This is an optimization exercise on Yosys and OpenROAD, whose aim is small area, a short achievable clock period and few clock cycles, not a production implementation. At most, simulation tests tie the RTL to the original design; equivalence was not proved.

==> inputs of yarrow <==
## mandelbrot_engine
module mandelbrot_engine (
	input logic tb_clk,
	input logic rst_n,
	input logic start,
	input logic [75:0] region,
	input logic [8-1:0] max_iter,
	output logic busy,
	output logic pixel_valid,
	output logic frame_done,
	output logic [23:0] pixel
);
	localparam int NU = 1;
	logic [55:0] region_q;
	logic [7:0] mi_q;
	logic [7:0] mi_m1;
	logic mi_small;
	logic idle;
	logic frame_load;
	logic take;
	logic avail;
	logic avail_next;
	logic any_next;
	logic [7:0] map_x;
	logic [7:0] map_y;
	logic [12:0] map_cr;
	logic [12:0] map_ci;
	logic map_in_r;
	logic map_in_i;
	logic [NU-1:0] u_free;
	logic [NU-1:0] u_avail;
	logic [NU-1:0] u_take;
	logic [NU-1:0] u_req;
	logic [NU-1:0] u_ok;
	logic [NU-1:0] u_any;
	logic [23:0] u_data [NU];
	always_ff @(posedge tb_clk)
	begin
		if (idle)
		begin
			region_q <= {region[75:56], region[35:0]};
			mi_q <= max_iter;
		end
	end
	always_ff @(posedge tb_clk)
	begin
		mi_small <= (mi_q[7:1] == 7'd0);
		mi_m1 <= mi_q - 8'd1;
	end
	pixel_scheduler pixel_scheduler_i (
		.tb_clk(tb_clk),
		.rst_n(rst_n),
		.start(start),
		.avail_next(avail_next),
		.any_valid_next(any_next),
		.busy(busy),
		.idle(idle),
		.frame_load(frame_load),
		.frame_done(frame_done)
	);
	plane_mapper plane_mapper_i (
		.tb_clk(tb_clk),
		.rst_n(rst_n),
		.idle(idle),
		.frame_load(frame_load),
		.take(take),
		.origin_im(region[55:36]),
		.region_q(region_q),
		.x(map_x),
		.y(map_y),
		.cr(map_cr),
		.ci(map_ci),
		.in_r(map_in_r),
		.in_i(map_in_i),
		.avail(avail),
		.avail_next(avail_next)
	);
	always_comb
	begin
		for (int u = 0; u < NU; u++)
		begin
			u_avail[u] = avail;
			u_ok[u] = 1'b1;
			for (int v = 0; v < u; v++)
			begin
				if (u_free[v])
					u_avail[u] = 1'b0;
				if (u_req[v])
					u_ok[u] = 1'b0;
			end
		end
	end
	assign take = |u_take;
	assign any_next = |u_any;
	for (genvar u = 0; u < NU; u++)
	begin : unit
		pixel_calculator pixel_calculator_i (
			.tb_clk(tb_clk),
			.rst_n(rst_n),
			.mi_q(mi_q),
			.mi_small(mi_small),
			.mi_m1(mi_m1),
			.avail(u_avail[u]),
			.free(u_free[u]),
			.new_x(map_x),
			.new_y(map_y),
			.new_cr(map_cr),
			.new_ci(map_ci),
			.new_in_r(map_in_r),
			.new_in_i(map_in_i),
			.take(u_take[u]),
			.ret_req(u_req[u]),
			.ret_ok(u_ok[u]),
  ...
clock: 15.0 ns
lec_check: 0
cap_margin: 20
core_margin: 2
core_utilization: 40
cts_cluster_diameter: 100
cts_cluster_size: 24
place_density: 0.6
slew_margin: 20
standard.sh (not shown) runs the stock make flow with config.mk's settings and CLKGATE_MAP_FILE= SYNTH_SCRIPT=/design/flow/synth_recipe.tcl, a recipe that flattens the netlist after the stock synthesis.
==> flow/flow/run.sh <==
#!/bin/bash
# The standard layout, with the port buffers on buf_4 instead of the
# default delay buffer; the constraints and period are the standard flow's.
set -euo pipefail
export BUFFER_PORTS_ARGS="-buffer_cell sky130_fd_sc_hd__buf_4"
bash standard.sh > standard.log 2>&1
==> zinc (differences from yarrow) <==
--- a/flow/design.v
+++ b/flow/design.v
@@ -83,13 +83,13 @@
 	assign cr = ins ? (new_in_r ? new_cr : 13'h1000) : h_cr;
 	assign ci = ins ? (new_in_i ? new_ci : 13'h1000) : h_ci;
 	assign sr = ins ? SENT : h_sr;
 	assign si = ins ? SENT : h_si;
 	assign xk = ins ? new_x : h_x;
 	assign yk = ins ? new_y : h_y;
-	assign kk = ins ? 8'd0 : (pend ? h_k : h_k + 8'd1);
+	assign kk = pend ? h_k : h_k + 8'd1;
 	assign zr13 = zr[12:0];
 	assign zi13 = zi[12:0];
 	logic signed [14:0] zrs;
 	logic signed [14:0] zis;
 	assign zrs = zr;
 	assign zis = zi;
@@ -1208,13 +1208,19 @@
 		m_cr <= cr;
 		m_ci <= ci;
 		m_sr <= (save && !ins) ? zr13 : sr;
 		m_si <= (save && !ins) ? zi13 : si;
 		m_x <= xk;
 		m_y <= yk;
-		m_k <= kk;
+	end
+	always_ff @(posedge tb_clk)
+	begin
+		if (ins)
+			m_k <= 8'd0;
+		else
+			m_k <= kk;
 	end
 	logic ezr_w1;
 	logic ezr_w2;
 	assign ezr_w1 = m_ar[0] ^ m_br[0] ^ ~m_ai[0];
 	assign ezr_w2 = (m_ar[0] & m_br[0]) | (~m_ai[0] & (m_ar[0] ^ m_br[0]));
 	logic ezr_w3;
@@ -1836,13 +1842,13 @@
 	input logic [8-1:0] max_iter,
 	output logic busy,
 	output logic pixel_valid,
 	output logic frame_done,
 	output logic [23:0] pixel
 );
-	localparam int NU = 1;
+	localparam int NU = 3;
 	logic [55:0] region_q;
 	logic [7:0] mi_q;
 	logic [7:0] mi_m1;
 	logic mi_small;
 	logic idle;
 	logic frame_load;
==> flow/flow/run.sh (replaced) <==
#!/bin/bash
# The standard layout (standard.sh), with two changes: the port buffers
# on buf_2 instead of the default delay buffer, and Yosys's synth run with
# -noabc, so its quick ABC pass does not rewrite the adder trees before ORFS
# extracts full adders (the final ABC mapping still runs). The constraints
# and the clock period are the standard flow's.
set -euo pipefail
export BUFFER_PORTS_ARGS="-buffer_cell sky130_fd_sc_hd__buf_2"
export SYNTH_ARGS="-noabc"
bash standard.sh > standard.log 2>&1
Settings changed: SLEW_MARGIN 20 to 70.
==> willow (differences from yarrow) <==
--- a/flow/design.v
+++ b/flow/design.v
@@ -83,22 +83,22 @@
 	assign cr = ins ? (new_in_r ? new_cr : 13'h1000) : h_cr;
 	assign ci = ins ? (new_in_i ? new_ci : 13'h1000) : h_ci;
 	assign sr = ins ? SENT : h_sr;
 	assign si = ins ? SENT : h_si;
 	assign xk = ins ? new_x : h_x;
 	assign yk = ins ? new_y : h_y;
-	assign kk = ins ? 8'd0 : (pend ? h_k : h_k + 8'd1);
+	assign kk = pend ? h_k : h_k + 8'd1;
 	assign zr13 = zr[12:0];
 	assign zi13 = zi[12:0];
 	logic signed [14:0] zrs;
 	logic signed [14:0] zis;
 	assign zrs = zr;
 	assign zis = zi;
 	assign oor = (zrs > 15'sd2048) || (zrs < -15'sd2048) || (zis > 15'sd2048) || (zis < -15'sd2048);
 	assign match = (zr13 == sr) && (zi13 == si);
-	assign save = (kk[2:0] == 3'd0);
+	assign save = (kk[1:0] == 2'd0) && (!kk[2] || (kk[7:4] == 4'd0));
 	logic [11:0] sqr_y;
 	assign sqr_y = zr13[11:0] ^ {12{zr13[12]}};
 	logic sqr_w1;
 	logic sqr_w2;
 	assign sqr_w1 = sqr_y[5] ^ (sqr_y[0] & sqr_y[9]);
 	assign sqr_w2 = sqr_y[5] & (sqr_y[0] & sqr_y[9]);
@@ -1208,13 +1208,19 @@
 		m_cr <= cr;
 		m_ci <= ci;
 		m_sr <= (save && !ins) ? zr13 : sr;
 		m_si <= (save && !ins) ? zi13 : si;
 		m_x <= xk;
 		m_y <= yk;
-		m_k <= kk;
+	end
+	always_ff @(posedge tb_clk)
+	begin
+		if (ins)
+			m_k <= 8'd0;
+		else
+			m_k <= kk;
 	end
 	logic ezr_w1;
 	logic ezr_w2;
 	assign ezr_w1 = m_ar[0] ^ m_br[0] ^ ~m_ai[0];
 	assign ezr_w2 = (m_ar[0] & m_br[0]) | (~m_ai[0] & (m_ar[0] ^ m_br[0]));
 	logic ezr_w3;
@@ -1836,13 +1842,13 @@
 	input logic [8-1:0] max_iter,
 	output logic busy,
 	output logic pixel_valid,
 	output logic frame_done,
 	output logic [23:0] pixel
 );
-	localparam int NU = 1;
+	localparam int NU = 3;
 	logic [55:0] region_q;
 	logic [7:0] mi_q;
 	logic [7:0] mi_m1;
 	logic mi_small;
 	logic idle;
 	logic frame_load;
==> flow/flow/run.sh (replaced) <==
#!/bin/bash
# The standard layout (standard.sh, unchanged synthesis), with the port
# buffers on buf_2 instead of the default delay buffer. The constraints and
# the clock period are the standard flow's.
set -euo pipefail
export BUFFER_PORTS_ARGS="-buffer_cell sky130_fd_sc_hd__buf_2"
bash standard.sh > standard.log 2>&1
Settings changed: ABC_AREA set to 1, CORE_UTILIZATION 40 to 55, PLACE_DENSITY 0.6 to 0.7, SLEW_MARGIN 20 to 70.
==> notes <==
Of yarrow and willow, willow has the higher via count (gap 62%, measured against willow). Between yarrow and zinc, the lower clock skew is in yarrow (gap 0.037 ns). Of yarrow and zinc, zinc has the higher non-clock buffer count (gap 43).
Testbench counts of zinc, summed over its fixed seeds: cycles 119,026.
No functional check of the RTL was part of yarrow and willow.

separate check: timing with driven ports:
The results above use ideal ports. As a check the final layouts listed here were re-extracted and re-timed, cells and wires unchanged. Step 1 (the two cells are an assumption about what drives the block):
set clk [get_ports {tb_clk}]
set_driving_cell -lib_cell sky130_fd_sc_hd__clkbuf_16 $clk
set_driving_cell -lib_cell sky130_fd_sc_hd__buf_2 [delete_from_list [all_inputs] $clk]
Step 2 times the ports against the registers' clock, not the clock port: input delays grow and output delays shrink by t, the midpoint of the rising clock arrivals with the driver on. a / b / c = no drivers / after step 1 / after step 2; a / b = the first two.
run	t, ns	setup WS [ns]	worst setup path at the end	clock arrival spread, ns	worst data-port slew with drivers (ns)
yarrow	0.639	10.682 / 10.682 / 10.682	register to register	0.043 / 0.043	0.07
zinc	0.765	10.409 / 10.378 / 10.409	register to register	0.076 / 0.076	0.09
willow	0.760	10.618 / 10.540 / 11.014	register to register	0.040 / 0.041	0.08
After both steps setup and hold are still met in every run listed.
